This is an optimization exercise on Yosys and OpenROAD, whose aim is small area, not a production implementation.
The RTL was checked by simulation tests, not by an equivalence proof against the original design.
The clock port is modelled as an ideal driver, which makes a skipped or thinned clock tree look cheaper than it is; a real chip needs a root buffer or a tree.
Power figures rest on the tool's default switching activity, not on a simulated workload.

== v2 ==
## wav_header_parser
module wav_header_parser (
   input  logic        clock,
   input  logic        reset,
   input  logic        req_valid,
   output logic        req_ready,
   input  logic [7:0]  req_in_byte,
   input  logic        req_start_of_file,
   output logic        rsp_valid,
   input  logic        rsp_ready,
   output logic        rsp_header_done,
   output logic [3:0]  rsp_error_code,
   output logic        rsp_is_payload,
   output logic [7:0]  rsp_payload_byte,
   output logic        rsp_last_payload,
   output logic [2:0]  rsp_num_channels,
   output logic [30:0] rsp_sample_rate,
   output logic [2:0]  rsp_bytes_per_sample,
   output logic [1:0]  rsp_sample_type,
   output logic [31:0] rsp_data_size,
   output logic [31:0] rsp_data_offset,
   input  logic        csr_valid,
   output logic        csr_ready,
   input  logic [2:0]  csr_max_channels
);
Size in the first run: roughly 730 cells after synthesis, about 140 I/O pins.
export LEC_CHECK = 0
export CAP_MARGIN = 20
export CORE_MARGIN = 2
export CORE_UTILIZATION = 60
export GPL_TIMING_DRIVEN = 0
export PLACE_DENSITY = 0.7
export SLEW_MARGIN = 20
create_clock -name core_clock -period 6.0 [get_ports {clock}]
standard.sh (not shown) runs the stock make flow with config.mk's settings and CLKGATE_MAP_FILE= SYNTH_SCRIPT=/design/flow/synth_recipe.tcl, a recipe that flattens the netlist after the stock synthesis.
==> flow/flow/run.sh <==
#!/bin/bash
# Layout flow: the standard ORFS flow with these layout choices changed:
#  - after the standard synthesis (run unchanged), the combinational logic
#    between the flip-flops is re-mapped by ABC for area (flow/reopt.sh with
#    each of the scripts flow/c*.abc); every flip-flop keeps its instance name
#    and cell. Each re-mapped netlist is checked before placement
#    (flow/check.tcl: buffering and sizing as the layout flow would, then
#    slack and area); of those that reach a worst setup slack of at least
#    0.2 ns, the one with the smallest area is laid out; if none does, the
#    standard netlist is;
#  - each input and output port still gets its own buffer, but a small one
#    (sky130_fd_sc_hd__buf_1) instead of the default pick;
#  - the clock tree: CTS builds it from clkbuf_8 cells without dummy loads,
#    then flow/flat_cts.tcl (run at the end of the CTS step, before its
#    result is written) replaces it by a flat balanced one with fewer
#    buffers: the clock port drives one clkbuf_4, which drives 10 clkbuf_8,
#    each placed at the centre of a cluster of about 15 flip-flops.
# Logs: flow_synth.log, reopt_*/log.txt and reopt_*/check.log, choice.log and
# flow_make.log in the work folder, and every ORFS step's own log under
# orfs/logs/.
set -euo pipefail
W=$(pwd)
PLAT=$FLOW_HOME/platforms/$FLOW_PLATFORM
R=$W/orfs/results/$FLOW_PLATFORM/wav_header_parser/base
LIB=$PLAT/lib/sky130_fd_sc_hd__tt_025C_1v80.lib
export BUFFER_PORTS_ARGS="-buffer_cell sky130_fd_sc_hd__buf_1"
export CTS_ARGS="-sink_clustering_enable -repair_clock_nets -dont_use_dummy_load -buf_list sky130_fd_sc_hd__clkbuf_8 -sink_clustering_size 50 -sink_clustering_max_diameter 100"
export POST_CTS_TCL=$W/flow/flat_cts.tcl
export CTS_FLAT_CLOCK=clock
export CTS_FLAT_N=10
export CTS_FLAT_BUF=sky130_fd_sc_hd__clkbuf_8
export CTS_FLAT_ROOT=sky130_fd_sc_hd__clkbuf_4
if ! command -v yosys > /dev/null; then
  export PATH="$FLOW_HOME/../tools/install/yosys/bin:$PATH"
fi
NP=${NUM_CORES:-4}

bash standard.sh synth > flow_synth.log 2>&1
cp "$R/1_2_yosys.v" "$W/1_2_yosys_standard.v"

remap() {
  local s=$1
  mkdir -p "reopt_$s"
  cd "reopt_$s"
  if bash "$W/flow/reopt.sh" "$W/1_2_yosys_standard.v" "$W/reopt_$s/out.v" "$LIB" \
       "$W/flow/$s.abc" > log.txt 2>&1; then
    PLAT="$PLAT" LIB="$LIB" NETLIST="$W/reopt_$s/out.v" SDC="$W/constraint.sdc" \
      openroad -no_init -exit "$W/flow/check.tcl" > check.log 2>&1 || true
  fi
}

CANDS=$(cd flow && ls c*.abc | sed 's/\.abc$//')
n=0
for s in $CANDS; do
  remap "$s" &
  n=$((n + 1))
  if (( n % NP == 0 )); then wait; fi
done
wait

best=""
best_area=""
: > choice.log
for s in $CANDS; do
  res=$(awk '/^RESULT/ {print $2, $3}' "reopt_$s/check.log" 2>/dev/null || true)
  echo "$s: ${res:-failed}" >> choice.log
  [[ -n "$res" ]] || continue
  slack=${res% *}
  area=${res#* }
  if awk -v s="$slack" 'BEGIN { exit !(s >= 0.2e-9) }'; then
    if [[ -z "$best" ]] || awk -v a="$area" -v b="$best_area" 'BEGIN { exit !(a < b) }'; then
      best=$s
      best_area=$area
    fi
  fi
done
if [[ -n "$best" ]]; then
  echo "chosen: $best" >> choice.log
  cp "reopt_$best/out.v" "$R/1_2_yosys.v"
  rm -f "$R/1_synth.odb" "$R/1_synth.sdc"
else
  echo "chosen: standard netlist" >> choice.log
fi

bash standard.sh finish > flow_make.log 2>&1
Other scripts of this flow, unchanged in this note and not shown: flow/flow/c1.abc, flow/flow/c2.abc, flow/flow/c3.abc, flow/flow/c4.abc, flow/flow/c5.abc, flow/flow/c6.abc, flow/flow/c7.abc, flow/flow/c8.abc, flow/flow/check.tcl, flow/flow/flat_cts.tcl, flow/flow/reopt.sh
v2 finished every step from synthesis to the final layout, and the layout passed the timing, design-rule and antenna checks.
For v25, these inputs were changed with respect to v2:
# v2
export LEC_CHECK = 0
export CAP_MARGIN = 20
export CORE_MARGIN = 2
export CORE_UTILIZATION = 60
export GPL_TIMING_DRIVEN = 0
export PLACE_DENSITY = 0.7
export SLEW_MARGIN = 20
create_clock -name core_clock -period 6.0 [get_ports {clock}]
# v25
export LEC_CHECK = 0
export CAP_MARGIN = 20
export CORE_MARGIN = 2
export CORE_UTILIZATION = 60
export PLACE_DENSITY = 0.7
export SLEW_MARGIN = 20
create_clock -name core_clock -period 6.0 [get_ports {clock}]
-- flow/flow/run.sh --
<<< v2, line 9
#    0.2 ns, the one with the smallest area is laid out; if none does, the
#    standard netlist is;
#  - each input and output port still gets its own buffer, but a small one
#    (sky130_fd_sc_hd__buf_1) instead of the default pick;
>>> v25, line 9
#    0.2 ns, the one with the smallest area is laid out; if none does, the
#    standard netlist is;
#  - after global routing, ORFS's power recovery (RECOVER_POWER) downsizes
#    cells on paths with positive slack;
#  - each input and output port still gets its own buffer, but a small one
#    (sky130_fd_sc_hd__buf_1) instead of the default pick;
<<< v2, line 26
export BUFFER_PORTS_ARGS="-buffer_cell sky130_fd_sc_hd__buf_1"
export CTS_ARGS="-sink_clustering_enable -repair_clock_nets -dont_use_dummy_load -buf_list sky130_fd_sc_hd__clkbuf_8 -sink_clustering_size 50 -sink_clustering_max_diameter 100"
export POST_CTS_TCL=$W/flow/flat_cts.tcl
export CTS_FLAT_CLOCK=clock
>>> v25, line 28
export BUFFER_PORTS_ARGS="-buffer_cell sky130_fd_sc_hd__buf_1"
export CTS_ARGS="-sink_clustering_enable -repair_clock_nets -dont_use_dummy_load -buf_list sky130_fd_sc_hd__clkbuf_8 -sink_clustering_size 50 -sink_clustering_max_diameter 100"
export RECOVER_POWER=100
export POST_CTS_TCL=$W/flow/flat_cts.tcl
export CTS_FLAT_CLOCK=clock
Results
- Every stage of the flow completed for v2, and the final layout passed the timing, design-rule and antenna checks.
- v25 ran in full, but the layout does not pass; the checks complain about max-capacitance violations, max-slew violations.
- Detailed route wirelength on metal3 (v25 over v2): increase, 150 um
- Re part of the cycle the worst path needs: v25 is 5.3 points down on v2.
- Between v2 and v25, routed length per placed instance increased.
- Against v2, v25 comes in 48 um^2 lower on design area.
- v25 vs v2: met1 wire length down slightly
- Wire length of the first global-routing pass (higher): v25
Input-level comparison between v21 and v25:
-- flow/flow/run.sh --
<<< v25, line 9
#    0.2 ns, the one with the smallest area is laid out; if none does, the
#    standard netlist is;
#  - after global routing, ORFS's power recovery (RECOVER_POWER) downsizes
#    cells on paths with positive slack;
#  - each input and output port still gets its own buffer, but a small one
#    (sky130_fd_sc_hd__buf_1) instead of the default pick;
>>> v21, line 9
#    0.2 ns, the one with the smallest area is laid out; if none does, the
#    standard netlist is;
#  - each input and output port still gets its own buffer, but a small one
#    (sky130_fd_sc_hd__buf_1) instead of the default pick;
<<< v25, line 28
export BUFFER_PORTS_ARGS="-buffer_cell sky130_fd_sc_hd__buf_1"
export CTS_ARGS="-sink_clustering_enable -repair_clock_nets -dont_use_dummy_load -buf_list sky130_fd_sc_hd__clkbuf_8 -sink_clustering_size 50 -sink_clustering_max_diameter 100"
export RECOVER_POWER=100
export POST_CTS_TCL=$W/flow/flat_cts.tcl
export CTS_FLAT_CLOCK=clock
>>> v21, line 26
export BUFFER_PORTS_ARGS="-buffer_cell sky130_fd_sc_hd__buf_1"
export CTS_ARGS="-sink_clustering_enable -repair_clock_nets -dont_use_dummy_load -buf_list sky130_fd_sc_hd__clkbuf_8 -sink_clustering_size 50 -sink_clustering_max_diameter 100"
export POST_CTS_TCL=$W/flow/flat_cts.tcl
export CTS_FLAT_CLOCK=clock
### Flow results
- Comparing core utilization for v21 and v25, the bigger number came from v21.
- Diff v21..v25 | switching power as a share of total power | negligible
- v21: full flow OK, the timing, design-rule and antenna checks passed
- Between v21 and v25, the routed metal-1 wire length is lower for v25.
- Between v25 and v21, the total number of cells along the worst setup path does not differ in any meaningful way.
In every run of this note, the design's own scripts or RTL, not TritonCTS, make the clock network.

[separate check: timing with driven ports]
The flow's constraints put no driver on any port. The routed layouts listed below were extracted and timed again, unchanged, in two steps.
Step 1 (the two cells are an assumption about what drives the block):
set clk [get_ports {clock}]
set_driving_cell -lib_cell sky130_fd_sc_hd__clkbuf_16 $clk
set_driving_cell -lib_cell sky130_fd_sc_hd__buf_2 [delete_from_list [all_inputs] $clk]
Step 2 adds t to the input delays and takes it off the output delays; t is the mean of the earliest and latest rising clock arrival at the registers after step 1. Input paths then give back, and output paths get back, about the clock's delay inside the block.
Slacks: ideal ports / drivers / drivers and shift; pairs: ideal ports / drivers.
run | t, ns | slack for setup (ns) | hold WS [ns] | worst setup path after step 2 | worst register clock-pin slew, ns
v2 | 0.562 | 0.589 / 0.589 / 0.214 | 0.420 / 0.420 / 0.420 | input to register | 0.09 / 0.09
v25 | 0.581 | 0.905 / 0.905 / 0.562 | 0.428 / 0.428 / 0.428 | input to register | 0.10 / 0.10
v21 | 0.579 | 0.841 / 0.840 / 0.487 | 0.427 / 0.427 / 0.427 | input to register | 0.10 / 0.10
For v2, which loses most, drivers alone change the setup slack by 0.000 ns; drivers and shift together by -0.375 ns.
